Background: an optimization exercise with open tools, aiming at small area and a short achievable clock period. Do not read the settings as production practice.
In this exercise RTL edits were held to simulation tests only and were not proved equivalent to the original.

<file path="design/flow/design.v">
module finv_pipe #(
   parameter int LATENCY = 2
) (
   input  logic        clk,
   input  logic        rst,
   input  logic        valid_in,
   input  logic [31:0] x,
   output logic        valid_out,
   output logic [31:0] y,
   output logic        ovf
);
   if (LATENCY != 2) begin : g_latency_check
      $error("finv_pipe: only LATENCY=2 is implemented");
   end
   localparam int ND = 12;    
   localparam int W  = 25;    
   localparam int KA = 3;     
   localparam int LB = 12;    
   function automatic logic [3:0] qsel_f(input logic [6:0] s, input logic [6:0] c,
                                         input logic [2:0] d3);
      logic signed [6:0] n, m2, m1, m0, mm1;
      logic ge2, ge1, ge0, gem1;
      n = $signed(s + c);
      m1 = d3[2] ? 7'sd6 : 7'sd4;
      m0 = d3[2] ? -7'sd8 : -7'sd5;
      case (d3)
         3'd0: begin m2 = 7'sd12; mm1 = -7'sd13; end
         3'd1: begin m2 = 7'sd14; mm1 = -7'sd15; end
         3'd2: begin m2 = 7'sd15; mm1 = -7'sd16; end
         3'd3: begin m2 = 7'sd16; mm1 = -7'sd18; end
         3'd4: begin m2 = 7'sd18; mm1 = -7'sd20; end
         3'd5: begin m2 = 7'sd20; mm1 = -7'sd20; end
         3'd6: begin m2 = 7'sd22; mm1 = -7'sd22; end
         default: begin m2 = 7'sd24; mm1 = -7'sd24; end
      endcase
      ge2  = (n >= m2);
      ge1  = (n >= m1);
      ge0  = (n >= m0);
      gem1 = (n >= mm1);
      qsel_f = {ge1, ~ge0, ge2 | ~gem1, (ge1 & ~ge2) | (gem1 & ~ge0)};
   endfunction
   logic        s_a;
   logic [7:0]  e_a;
   logic [22:0] f_a;
   logic [22:0] mf_a;      
   logic        nan_a, inf_a, zro_a;
   logic [7:0]  eb_a;      
   assign s_a = x[31];
   assign e_a = x[30:23];
   assign f_a = x[22:0];
   always_comb begin
      nan_a = (e_a == 8'hFF) && (f_a != 23'h0);
      zro_a = ((e_a == 8'hFF) && (f_a == 23'h0)) || (e_a == 8'hFE);
      inf_a = (e_a == 8'h00) && (f_a[22:21] == 2'b00);
      if (e_a != 8'h00) begin
         mf_a = f_a;
         eb_a = 8'd253 - e_a;
      end else if (f_a[22]) begin
         mf_a = {f_a[21:0], 1'b0};
         eb_a = 8'd253;
      end else begin
         mf_a = {f_a[20:0], 2'b00};
         eb_a = 8'd254;
      end
   end
   localparam logic [191:0] Q2TBL = 192'h000000000249249249249249db6db6db6db6d6db6db68000;
   localparam logic [1535:0] Q3TBL = 1536'h000000000000000000249249249249249249249249249249249249249249249249492492db6db6db6db6db6db6db6db6db6db6db6dadb6db6db6db6db6db6db6db6db6d000000000000000000000000000000000249249249249249249249249db6db6db6db6db6db6db6db6db6dadb6db6db6db6db6db6db6db6da00000000000000000049249249249249249249252492492db6db6db6d6db6db6db6db6db6d00000000000000004924924924924a492db6db6db6dadb6db6db6db40000000;
   localparam logic [12287:0] Q4TBL = 12288'h000000000000000000000000000000000000249249249249249249249249249249249249249249249249249249249249249249249249249249249249249249249249249249249249db6db6db6db6db6db6db6db6db6db6db6db6db6db6db6db6db6db6db6db6db6db6db6db6db6db6db6db6b6db6db6db6db6db6db6db6db6db6db6db6db6db6db6db6db6db6db6db6db6db6db6db6db6db6db6db6db6db6d000000000000000000000000000000000000000000000000000000000000000000000000000000249249249249249249249249249249249249249249249249249249249249249249249249249249249249249249492492492492492492492492492492492492492492db6db6db6db6db6db6db6db6db6db6db6db6db6b6db6db6db6db6db6db6db6db6db6db6db6db6db6db6db6db6db6db6db6db6db6db6db6db6d000000000000000000000000000000000000000000000000000000000000000000000000009249249249249249249249249249249249249249249249249249249249249249249249249252492492492492492492492492492492492492492492492492492492492492db6db6db6db6db6db6dadb6db6db6db6db6db6db6db6db6db6db6db6db6db6db6db6db6db6db6db40000000000000000000000000000000000000000000000000000000000000000000000249249249249249249249249249249249249249249249249249249249249249249249249492492db6db6db6db6db6db6db6db6db6db6db6db6db6db6db6db6db6db6b6db6db6db6db6db6db6db6db6db6db6db6db6db6db6db6db6db6db6d000000000000000000000000000000000000000000000000000000000000000000009249249249249249249249249249249249249249249249249249249252492492492492492492492492492db6db6db6db6db6db6db6db6db6db6b6db6db6db6db6db6db6db6db6db6db6db6db6db6db6db6db6db6d000000000000000000000000000000000000000000000000000000000000000249249249249249249249249249249249249249249249db6db6db6db6db6db6db6db6db6db6db6db6db6db6db6db6db6db6db6db6db5b6db6db6db6db6db6db6db6db6db6db6db6db6db6db6db6db6db6db40a00000000000000000000000000000000000001249249249249249249249249249249249249249249249249249292492492492492492db6db6db6db6db6db6db6db6db6db6db5b6db6db6db6db6db6db6db6db6db6db6db6db6db6db6db6db6db6800000000000000000000000000000000000000924924924924924924924924924924924924924924924a492492492492492492492492492492492492492db6db6db6dadb6db6db6db6db6db6db6db6db6db6db6db6db6db6da0000000000000000000000000000000000004924924924924924924924924924924924924924924a492492492db6db6db6db6db6db6db6db6db6db6db6dadb6db6db6db6db6db6db6db6db6db6db6db6db6db4000000000000000000000000000000000124924924924924924924924924924924924924924a492492492492492492492db6db6db6db6db6dadb6db6db6db6db6db6db6db6db6db6db6db6da00000000000000000000000000000000049249249249249249249249249249249249292492492492492db6db6db6db6db6db6db6d6db6db6db6db6db6db6db6db6db6db6db68000000000000000000000000000000009249249249249249249249249249249249252492492492492db6db6db6db6db5b6db6db6db6db6db6db6db6db6db6db6da0000000000000000000000000000000924924924924924924924924924924924a492492492492db6db6db6db6db6db6d6db6db6db6db6db6db6db6db68000000000000000000000000000000249249249249249249249249252492492db6db6db6db6db6db6db6db6dadb6db6db6db6db6db6db6db40000000000000000000000000000009249249249249249249249249492492492db6db6db6db6db6db6b6db6db6db6db6db6db6db6d000000000000000000000000000009249249249249249249249252db6db6db6db6db6db6db6b6db6db6db6db6db6db6db6d000000000000000;
   logic [KA+1:2][2:0] qa;
   assign qa[2] = Q2TBL[3 * mf_a[22:17] +: 3];
   assign qa[3] = Q3TBL[3 * mf_a[22:14] +: 3];
   assign qa[4] = Q4TBL[3 * mf_a[22:11] +: 3];
   logic         v1, s1, nan1, zro1, inf1;
   logic [7:0]   eb1;
   logic [22:0]  mf1;
   logic [KA+1:2][2:0] qa1;
   always_ff @(posedge clk) begin
      if (rst) v1 <= 1'b0;
      else     v1 <= valid_in;
      s1   <= s_a;
      nan1 <= nan_a;
      zro1 <= zro_a;
      inf1 <= inf_a;
      eb1  <= eb_a;
      mf1  <= mf_a;
      qa1  <= qa;
   end
   logic         s2, nan2, zro2, inf2;
   logic [7:0]   eb2;
   logic [22:0]  mf2;
   logic [W-1:0] ws2;
   logic [W-1:0] wc2;
   logic [LB:2]  qn2, qt2, qo2;
   logic [W-1:0] dm2;
   assign dm2 = {2'b01, mf2};
   logic [W-1:0] dm;
   logic [ND:0][W-1:0] ws, wc;
   logic [ND:0]  qn, q2, q1;    
   assign dm    = {2'b01, mf1};
   assign ws[1] = ~(mf1[22] ? dm : (dm << 1));
   assign wc[1] = W'(1) + (W'(1) << 24);
   for (genvar j = 2; j <= ND; j++) begin : g_row
      logic [3:0]   q;
      logic [W-1:0] s_in, c_in, m, s4, c4, op;
      logic [2:0]   d3;
      if (j == LB + 1) begin : g_c2
         assign s_in = ws2;
         assign c_in = wc2;
      end else begin : g_c1
         assign s_in = ws[j-1];
         assign c_in = wc[j-1];
      end
      assign m  = (j <= LB) ? dm : dm2;
      assign d3 = (j <= LB) ? mf1[22:20] : mf2[22:20];
      if (j <= KA + 1) begin : g_qa
         assign q = {~qa1[j][2] & (qa1[j][1] | qa1[j][0]), qa1[j]};
      end else begin : g_qs
         assign q = qsel_f(s_in[W-1:W-7], c_in[W-1:W-7], d3);
      end
      assign qn[j] = q[2];
      assign q2[j] = q[1];
      assign q1[j] = q[0];
      assign s4 = s_in << 2;
      assign c4 = c_in << 2;
      assign op = ((q[1] ? (m << 1) : '0) | (q[0] ? m : '0)) ^ {W{q[3]}};
      assign ws[j][1:0] = op[1:0];
      assign wc[j][0]   = q[3];
      assign wc[j][2:1] = 2'b00;
      for (genvar i = 2; i < W; i++) begin : g_b
         if (j == 2 || i == 3 || i == 4 || i == W - 1) begin : g_l
            if (i < W - 1) begin : g_c
               assign {wc[j][i+1], ws[j][i]} = 2'(s4[i]) + 2'(c4[i]) + 2'(op[i]);
            end else begin : g_t
               assign ws[j][i] = s4[i] ^ c4[i] ^ op[i];
            end
         end else begin : g_f
            finv_fa u_f (.a(s4[i]), .b(c4[i]), .c(op[i]), .s(ws[j][i]), .co(wc[j][i+1]));
         end
      end
   end
   always_ff @(posedge clk) begin
      if (rst) valid_out <= 1'b0;
      else     valid_out <= v1;
      s2   <= s1;
      nan2 <= nan1;
      zro2 <= zro1;
      inf2 <= inf1;
      eb2  <= eb1;
      mf2  <= mf1;
      ws2  <= ws[LB];
      wc2  <= {wc[LB][W-1:3], 2'b00, wc[LB][0]};
      qn2  <= qn[LB:2];
      qt2  <= q2[LB:2];
      qo2  <= q1[LB:2];
   end
   logic [W+1:0] mx, tp, tm;
   logic         up, dn;
   assign mx = {4'b0001, mf2};
   logic [W-1:0] fs, fc;
   if (LB == ND) begin : g_fr
      assign fs = ws2;
      assign fc = wc2;
   end else begin : g_fw
      assign fs = ws[ND];
      assign fc = wc[ND];
   end
   assign tp = {fs, 2'b00} + {fc, 2'b00} - mx;
   assign tm = {fs, 2'b00} + {fc, 2'b00} + mx;
   assign up = ~tp[W+1];
   assign dn = tm[W+1];
   logic [23:0] pv, nv, sq;
   always_comb begin
      pv = '0;
      nv = '0;
      pv[23:22] = {~mf2[22], mf2[22]};
      for (int j = 2; j <= ND; j++) begin
         if (j <= LB) begin
            pv[2*(ND-j) +: 2] = {qt2[j] & ~qn2[j], qo2[j] & ~qn2[j]};
            nv[2*(ND-j) +: 2] = {qt2[j] & qn2[j], qo2[j] & qn2[j]};
         end else begin
            pv[2*(ND-j) +: 2] = {q2[j] & ~qn[j], q1[j] & ~qn[j]};
            nv[2*(ND-j) +: 2] = {q2[j] & qn[j], q1[j] & qn[j]};
         end
      end
   end
   logic [21:0] sq0, sq1;
   logic [22:0] fr;
   logic        cy, of, uf;
   assign sq0 = pv[21:0] + ~nv[21:0];
   assign sq1 = pv[21:0] + ~nv[21:0] + 22'd1;
   finv_fmux u_fmux (.a({sq0, 1'b1}), .b({sq1, up}), .s(dn), .y(fr));
   assign cy  = (mf2 == 23'h0);
   assign of  = (eb2 == 8'd254) && cy;
   assign uf  = (eb2 == 8'd0) && !cy;
   always_comb begin
      y   = 32'h0;
      ovf = 1'b0;
      if (nan2)
         y = {s2, 8'hFF, 1'b1, mf2[21:0]};
      else if (inf2 || (!zro2 && of)) begin
         y   = {s2, 8'hFF, 23'h0};
         ovf = 1'b1;
      end else if (!zro2 && !uf)
         y = {s2, cy ? eb2 + 8'd1 : eb2, fr};
   end
endmodule
module finv_fa (
   input  logic a,
   input  logic b,
   input  logic c,
   output logic s,
   output logic co
);
   assign s  = a ^ b ^ c;
   assign co = (a & b) | (a & c) | (b & c);
endmodule
module finv_fmux (
   input  logic [22:0] a,
   input  logic [22:0] b,
   input  logic        s,
   output logic [22:0] y
);
   assign y = s ? a : b;
endmodule
</file>
<file path="design/flow/run.sh">
#!/bin/bash
# synth_recipe.tcl (not shown) runs the flow's synth.tcl, then flattens the netlist and writes it again
# the make line also repeats each setting of config.mk as NAME=value (left out here)
make -C /OpenROAD-flow-scripts/flow DESIGN_CONFIG=/design/flow/config.mk WORK_HOME=/design/flow/orfs CLKGATE_MAP_FILE= SYNTH_SCRIPT=/design/flow/synth_recipe.tcl finish
</file>
<file path="design/flow/config.mk">
export PLATFORM = sky130hd
export DESIGN_NAME = finv_pipe
export DESIGN_NICKNAME = finv_pipe
export VERILOG_FILES = /design/flow/design.v
export SDC_FILE = /design/flow/constraint.sdc
export NUM_CORES = 4
export LEC_CHECK = 0
export ABC_AREA = 1
export CAP_MARGIN = 20
export CORE_MARGIN = 2
export CORE_UTILIZATION = 40
export CTS_BUF_LIST = sky130_fd_sc_hd__clkbuf_8
export SLEW_MARGIN = 20
export SYNTH_HIERARCHICAL = 1
export SYNTH_MINIMUM_KEEP_SIZE = 0
</file>
<file path="design/flow/constraint.sdc">
create_clock -name core_clock -period 125.0 [get_ports {clk}]
set_input_delay 25.0000 -clock core_clock [delete_from_list [all_inputs] [get_ports {clk}]]
set_output_delay 25.0000 -clock core_clock [all_outputs]
set_load 0.01 [all_outputs]
</file>
==> out/results.tsv, run 1 <==
metric	value	unit
cp-start-kind	flop	
grt_busiest_layer	met2	
grtUsageMet2	45.62	%
use_met1	34.25	%
syn2layout_area_growth	7.451	%
clock_sinks	162	
holdBufCountCts	0	
synth_top_area_share	17.69	%
path_clk_slew	0.10	ns
worstSetupPathType	flop to flop	
arrival	35.71	ns
grt_pass1_wl	124600	µm
synth_async_sr_flop_share	0	%
fill_cells	5783	
hold_viol	0	
yosys.area.top_type	fa_1	
synthFlopType	dfxtp_1	
postSynthCellCount	3032	
numCtsBuffers	17	
grt_overflow_total	0	
rows	88	
drive_above_1_share	4.806	%
grt_usage	26.96	%
crit_top_cell	nand2_1	
htreeDepth	4	
viasPerCell	5.728	
synth.area.top_cells	fa_1, dfxtp_1, ha_1	
antenna_found_initial	1	
setup_tns	0	ns
post_cts_buffers	0	
cp_slowest_cell	fa_1	
critPathRequiredTime	125.44	ns
syn_avg_cell_area	7.726	µm²
ant_nets	0	
worstSkewPairLatency	0.57	ns
clock_tree.root_cell	clkbuf_8	
mostFrequentLayoutCells	nand2_1, inv_1, xor2_1, ha_1, o22ai_1	
end_kind	flop	
grt_pass1_vias	21560	
synthesis.area	23420	µm²
clockBufferDepth	2	
wirelength	81820	µm
clock.fmax	0.02835	GHz
initial_core_util	40.52	%
io-pin-count	69	
synth_nets	3525	
seq_area_frac_synth	13.84	%
finalSetupViolations	0	
drv_slew	0	
fin_crit	35.27	ns
port_buffers	68	
status	timing/DRC/antenna clean	
fp.dieW	246.0	µm
drc	0	
drtPass1Iterations	8	
finClkSkew	0.02198	ns
dieArea	60510	µm²
holdCritPathClass	flop to flop	
vias	21680	
place_congestion	0.9423	
cts_tree	yes	
crit_path_max_fanout	26	
rsz0062_at_grt	no	
die_h	246.0	µm
drtIter0Drc	2074	
worst_pin_slew	1.033	ns
finalCritPeriodShare	28.21	%
synth-seq-cells	162	
drv_cap	0	
ys_types	64	
post-dp-hpwl	64480	µm
use_met3	4.412	%
coreArea	57810	µm²
final_common_cell	nand2_1	
synth_edf_count	0	
slew_headroom	31.04	%
cts_resized	0	
grt_max_degree	47	
yosysWarnings	7	
max_stage_delay	0.68	ns
wire_per_inst	21.62	µm
final_util	43.54	%
nNetsFinal	3497	
## per-module statistics from Yosys (local to each module, per instance)
module / area, µm² / cells / flops+latches / times used
finv_fa: 20.02 / 1 / 0 / 199
finv_fmux: 300.3 / 74 / 0 / 1
finv_pipe: 19140 / 2759 / 162 / 1
## critical path: cells and delay by family (launching register included)
family / cells / cell delay, ns
simple gates: 47 / 5.56
buf+inv: 24 / 6.95
compound gates: 41 / 8.18
flops: 1 / 0.62
xor+xnor: 16 / 3.70
fa+ha+maj: 24 / 10.09
## area by class of cell
class	instances	area, µm²	share of cell area [%]
flip-flops and latches	162	3244	12.89
diodes	2	5.005	0.01988
multi-input cells	2373	18300	72.72
clock buffers	19	261.5	1.039
clock inverters	13	160.2	0.6363
repair buffers	101	928.4	3.688
inverters	349	1310	5.205
well taps	765	957.2	3.803
## synth_stat cells (22+ instances only)
cell type / number
nand2_1: 501
inv_1: 324
xor2_1: 308
ha_1: 251
o22ai_1: 223
fa_1: 207
nor2_1: 188
dfxtp_1: 162
a21oi_1: 148
o21ai_0: 132
clkbuf_1: 121
nand3_1: 120
xnor2_1: 32
a31oi_1: 29
nand4_1: 24
nor3_1: 22
## metal layers
metal  wire (µm)  vias to the layer above
met5          13                        -
met4        2876                        2
met3        5580                      162
met2       38880                      839
met1       34480                    10530
li1            -                    10140
## flip-flops by register name, indices dropped and copies added, names as in the netlist, 8 cells and up
| name | flops |
|---|---|
| eb1 | 8 |
| eb2 | 8 |
| mf1 | 23 |
| mf2 | 23 |
| qa1 | 9 |
| qn2 | 11 |
| qo2 | 11 |
| qt2 | 11 |
| wc2 | 23 |
| ws2 | 25 |
## path summary, 6_finish.rpt
kind	from	to	slack, ns	cells past startpoint
max	mf1[15]	ws2[13]	89.73	152
min	eb1[1]	eb2[1]	0.34	0
max reg2reg	mf1[15]	ws2[13]	89.73	152
min reg2reg	eb1[1]	eb2[1]	0.34	0
## stage by stage
stage / setup slack (ns) / hold slack [ns] / std cells / area (µm²)
after CTS: 89.94 / 0.3376 / 3782 / 25170
after detailed placement: 90.02 / 0.3121 / 3750 / 24740
after global placement: 90.92 / 0.3105 / 3750 / 24740
after floorplan: 95.72 / 0.3096 / 3032 / 23430
final: 89.73 / 0.3357 / 3784 / 25170
after global routing: 86.80 / 0.3438 / 3782 / 25170
## logic make-up after synthesis
logic type | Yosys count | share of synthesized area (%)
simple gates | 924 | 17.05
compound gates | 647 | 16.94
buf+inv | 497 | 8.183
fa+ha+maj | 459 | 31.14
xor+xnor | 341 | 12.78
flops | 162 | 13.84
other cells | 1 | 0.01601
mux | 1 | 0.04273
==> run 2: changes to the inputs <==
==> design/flow/flow/run.sh (new file) <==
#!/bin/bash
set -euo pipefail
bash standard.sh "BUFFER_PORTS_ARGS=-buffer_cell sky130_fd_sc_hd__buf_2" SETUP_SLACK_MARGIN=93 finish > make.log 2>&1
==> design/flow/standard.sh (new file) <==
#!/bin/bash
# synth_recipe.tcl (not shown) runs the flow's synth.tcl, then flattens the netlist and writes it again
# the make line also repeats each setting of config.mk as NAME=value (left out here)
make -C /OpenROAD-flow-scripts/flow DESIGN_CONFIG=/design/flow/config.mk WORK_HOME=/design/flow/orfs CLKGATE_MAP_FILE= SYNTH_SCRIPT=/design/flow/synth_recipe.tcl "${@:-finish}"
--- a/design/flow/config.mk
+++ b/design/flow/config.mk
@@ -10,5 +10,4 @@
 export CORE_MARGIN = 2
 export CORE_UTILIZATION = 40
-export CTS_BUF_LIST = sky130_fd_sc_hd__clkbuf_8
 export SLEW_MARGIN = 20
 export SYNTH_HIERARCHICAL = 1
removed: design/flow/run.sh
==> run 2 against run 1 <==
- fmax grew 13%
- non-clock buffer count grew 63
- core utilization grew 2.0 points
- still clean on timing, DRC and antenna
- register-to-register slack gained 4.8 ns
- critical path depth shrank 121
- worst setup slack gained 4.2 ns
- critical path type is now flop to primary output
- sequential cell count is the same
==> out/results.tsv, run 2 <==
metric	value	unit	change
worstSkewPairLatency	0.49	ns	-0.08 ns
antenna_found_initial	1		unchanged
drive_above_1_share	12.21	%	+7.4 points
synth.area.top_cells	fa_1, dfxtp_1, ha_1		
finClkSkew	0.01540	ns	-0.006582 ns
critPathRequiredTime	100.00	ns	-25.44 ns
final_common_cell	nand2_1		
port_buffers	68		unchanged
numCtsBuffers	17		unchanged
rsz0062_at_grt	no		
grt_usage	27.55	%	+0.59 points
clockBufferDepth	2		unchanged
drtPass1Iterations	5		-3
setup_tns	0	ns	unchanged
largest_reg_flops	25		unchanged
top_register	ws2		
dp.cells	3751		+0.027%
slew_headroom	30.91	%	-0.13 points
path_clk_slew	0.07	ns	-0.03 ns
place_congestion	0.9574		+1.6%
syn_avg_cell_area	7.726	µm²	unchanged
wirelength	85860	µm	+4.9%
mostFrequentLayoutCells	nand2_1, xor2_1, inv_1, ha_1, o22ai_1		
yosys.area.top_type	fa_1		
hold_viol	0		unchanged
ys_types	64		unchanged
coreArea	57810	µm²	unchanged
yosysMostFrequentCell	nand2_1		
final_util	45.52	%	+2.0 points
fp.dieW	246.0	µm	unchanged
worst_pin_slew	1.033	ns	-0.0007278 ns
ant_nets	0		unchanged
synthFlopType	dfxtp_1		
worstSetupPathType	flop to primary output		
synth-seq-cells	162		unchanged
grt_pass1_vias	21830		+1.3%
synthTopCellsByCount	nand2_1, inv_1, xor2_1		
crit_path_max_fanout	24		-7.7%
drv_slew	0		unchanged
initial_core_util	40.52	%	unchanged
synth_edf_count	0		unchanged
drv_cap	0		unchanged
dieArea	60510	µm²	unchanged
vias	22320		+3.0%
crit_top_cell	nand2_1		
wire_per_inst	22.14	µm	+2.4%
die_h	246.0	µm	unchanged
cts_tree	yes		
end_kind	primary output		
post-dp-hpwl	64680	µm	+0.30%
cp-start-kind	flop		
drc	0		unchanged
finalSetupViolations	0		unchanged
synthesis.area	23420	µm²	unchanged
arrival	6.10	ns	-29.61 ns
holdBufCountCts	0		unchanged
grt_overflow_total	0		unchanged
clock.fmax	0.03216	GHz	+13%
yosysWarnings	7		unchanged
nNetsFinal	3591		+2.7%
htreeDepth	4		unchanged
syn2layout_area_growth	12.33	%	
status	timing/DRC/antenna clean		
postSynthCellCount	3032		unchanged
synth_async_sr_flop_share	0	%	unchanged
grt_max_degree	42		-11%
fill_cells	5663		-2.1%
drtIter0Drc	1882		-9.3%
ff2ff_setup_slack	94.57	ns	+4.84 ns
holdCritPathClass	flop to flop		
finalCritPeriodShare	24.88	%	-3.3 points
viasPerCell	5.755		+0.47%
io-pin-count	69		unchanged
max_stage_delay	0.39	ns	-0.29 ns
synth_top_area_share	17.69	%	unchanged
synth_nets	3525		unchanged
seq_area_frac_synth	13.84	%	unchanged
fin_crit	31.10	ns	-4.169 ns
instances_no_fill	3878		+2.5%
grt_pass1_wl	127000	µm	+1.9%
rows	88		unchanged
clock_sinks	162		unchanged
cp_slowest_cell	o21ai_0		
clock_tree.root_cell	clkbuf_16		
[run 2: cell counts after synthesis]
Identical to the previous run, type by type.
[run 2: per-layer routing]
| metal | up-vias | track usage [%] | part of all wire [%] |
|---|---|---|---|
| li1 | 10350 | - | - |
| met1 | 10840 | 34.85 | 42 |
| met2 | 931 | 45.75 | 47 |
| met3 | 198 | 4.597 | 7.1 |
| met4 | 0 | 12.73 | 4.6 |
| met5 | - | 0 | 0 |
[run 2: kinds of logic after synthesis]
| group | after synthesis | synth area share [%] |
|---|---|---|
| AOI/OAI and AO/OA | 647 | 16.94 |
| xor gates and xnor gates | 341 | 12.78 |
| adders and majority gates | 459 | 31.14 |
| buffers and inverters | 497 | 8.183 |
| DFF | 162 | 13.84 |
| muxes | 1 | 0.04273 |
| other | 1 | 0.01601 |
| and+or+nand+nor | 924 | 17.05 |
[run 2: per-stage QoR]
step / worst slack, ns / cell area, µm² / hold WS [ns]
CTS: 93.04 / 25440 / 0.3293
finish: 93.90 / 26310 / 0.3288
global placement: 90.75 / 24410 / 0.3125
floorplan: 95.72 / 23430 / 0.3096
global route: 92.78 / 26310 / 0.3372
detailed placement: 89.92 / 24410 / 0.3121
[run 2: final timing paths]
check | startpoint | endpoint | cells after the start
worst max-delay path | ws2[4] | y[10] | 31
worst min-delay path | eb1[1] | eb2[1] | 0
worst max register to register | mf1[14] | ws2[13] | 150
worst min register to register | eb1[1] | eb2[1] | 0
[run 2: layout make-up]
| cell class | count | area [µm²] | share of cell area (%) |
|---|---|---|---|
| clock buffer | 18 | 429.2 | 1.631 |
| tap | 765 | 957.2 | 3.637 |
| multi-input combinational | 2376 | 18690 | 71.03 |
| antenna | 2 | 5.005 | 0.01902 |
| clock inverter | 14 | 171.4 | 0.6514 |
| inverter | 349 | 1524 | 5.791 |
| sequential | 162 | 3267 | 12.41 |
| timing repair buffer | 164 | 1114 | 4.232 |
| timing repair inverter | 28 | 155.1 | 0.5896 |
[run 2: critical path: cells and delay by family (launching register included)]
kind / cells / cell delay (ns)
compound gates: 8 / 1.76
simple gates: 15 / 1.60
buf+inv: 4 / 0.81
fa+ha+maj: 2 / 0.67
xor+xnor: 2 / 0.44
flops: 1 / 0.31
[run 2: repair_timing]
action / 4_1_cts / 5_1_grt
gates cloned: 17 / 15
pin swaps: 0 / 40
setup endpoints to repair: 51 / 51
setup buffers: 20 / 41
gates resized for setup: 52 / 97
[run 2: Yosys stat by module (local to each module, per instance)]
module | copies in the design | cells inside
finv_pipe | 1 | 2759
finv_fa | 199 | 1
finv_fmux | 1 | 74

==> afterwards: timing with drivers on the ports <==
Ports are ideal in the flow. The routed layouts listed here were re-timed in OpenROAD. Step 1 sets driving cells, clkbuf_16 on the clock port and buf_2 on the other inputs (assumed; they add their load-dependent delay and slew). Step 2 adds t to the input delays and takes it off the output delays; t is the mean of the earliest and latest rising clock arrival at the registers after step 1. Input paths then give back, and output paths get back, about the clock's delay inside the block. Three values: ideal ports, drivers, drivers and shift; two values: the first two.
run	shift t [ns]	slack for setup (ns)	worst register clock-pin slew, ns	worst slew at a driven data input, ns
run 1	0.615	89.733 / 89.733 / 89.733	0.11 / 0.11	0.08
run 2	0.538	93.902 / 93.846 / 94.384	0.08 / 0.08	0.05
After both steps every run listed still meets setup and hold.
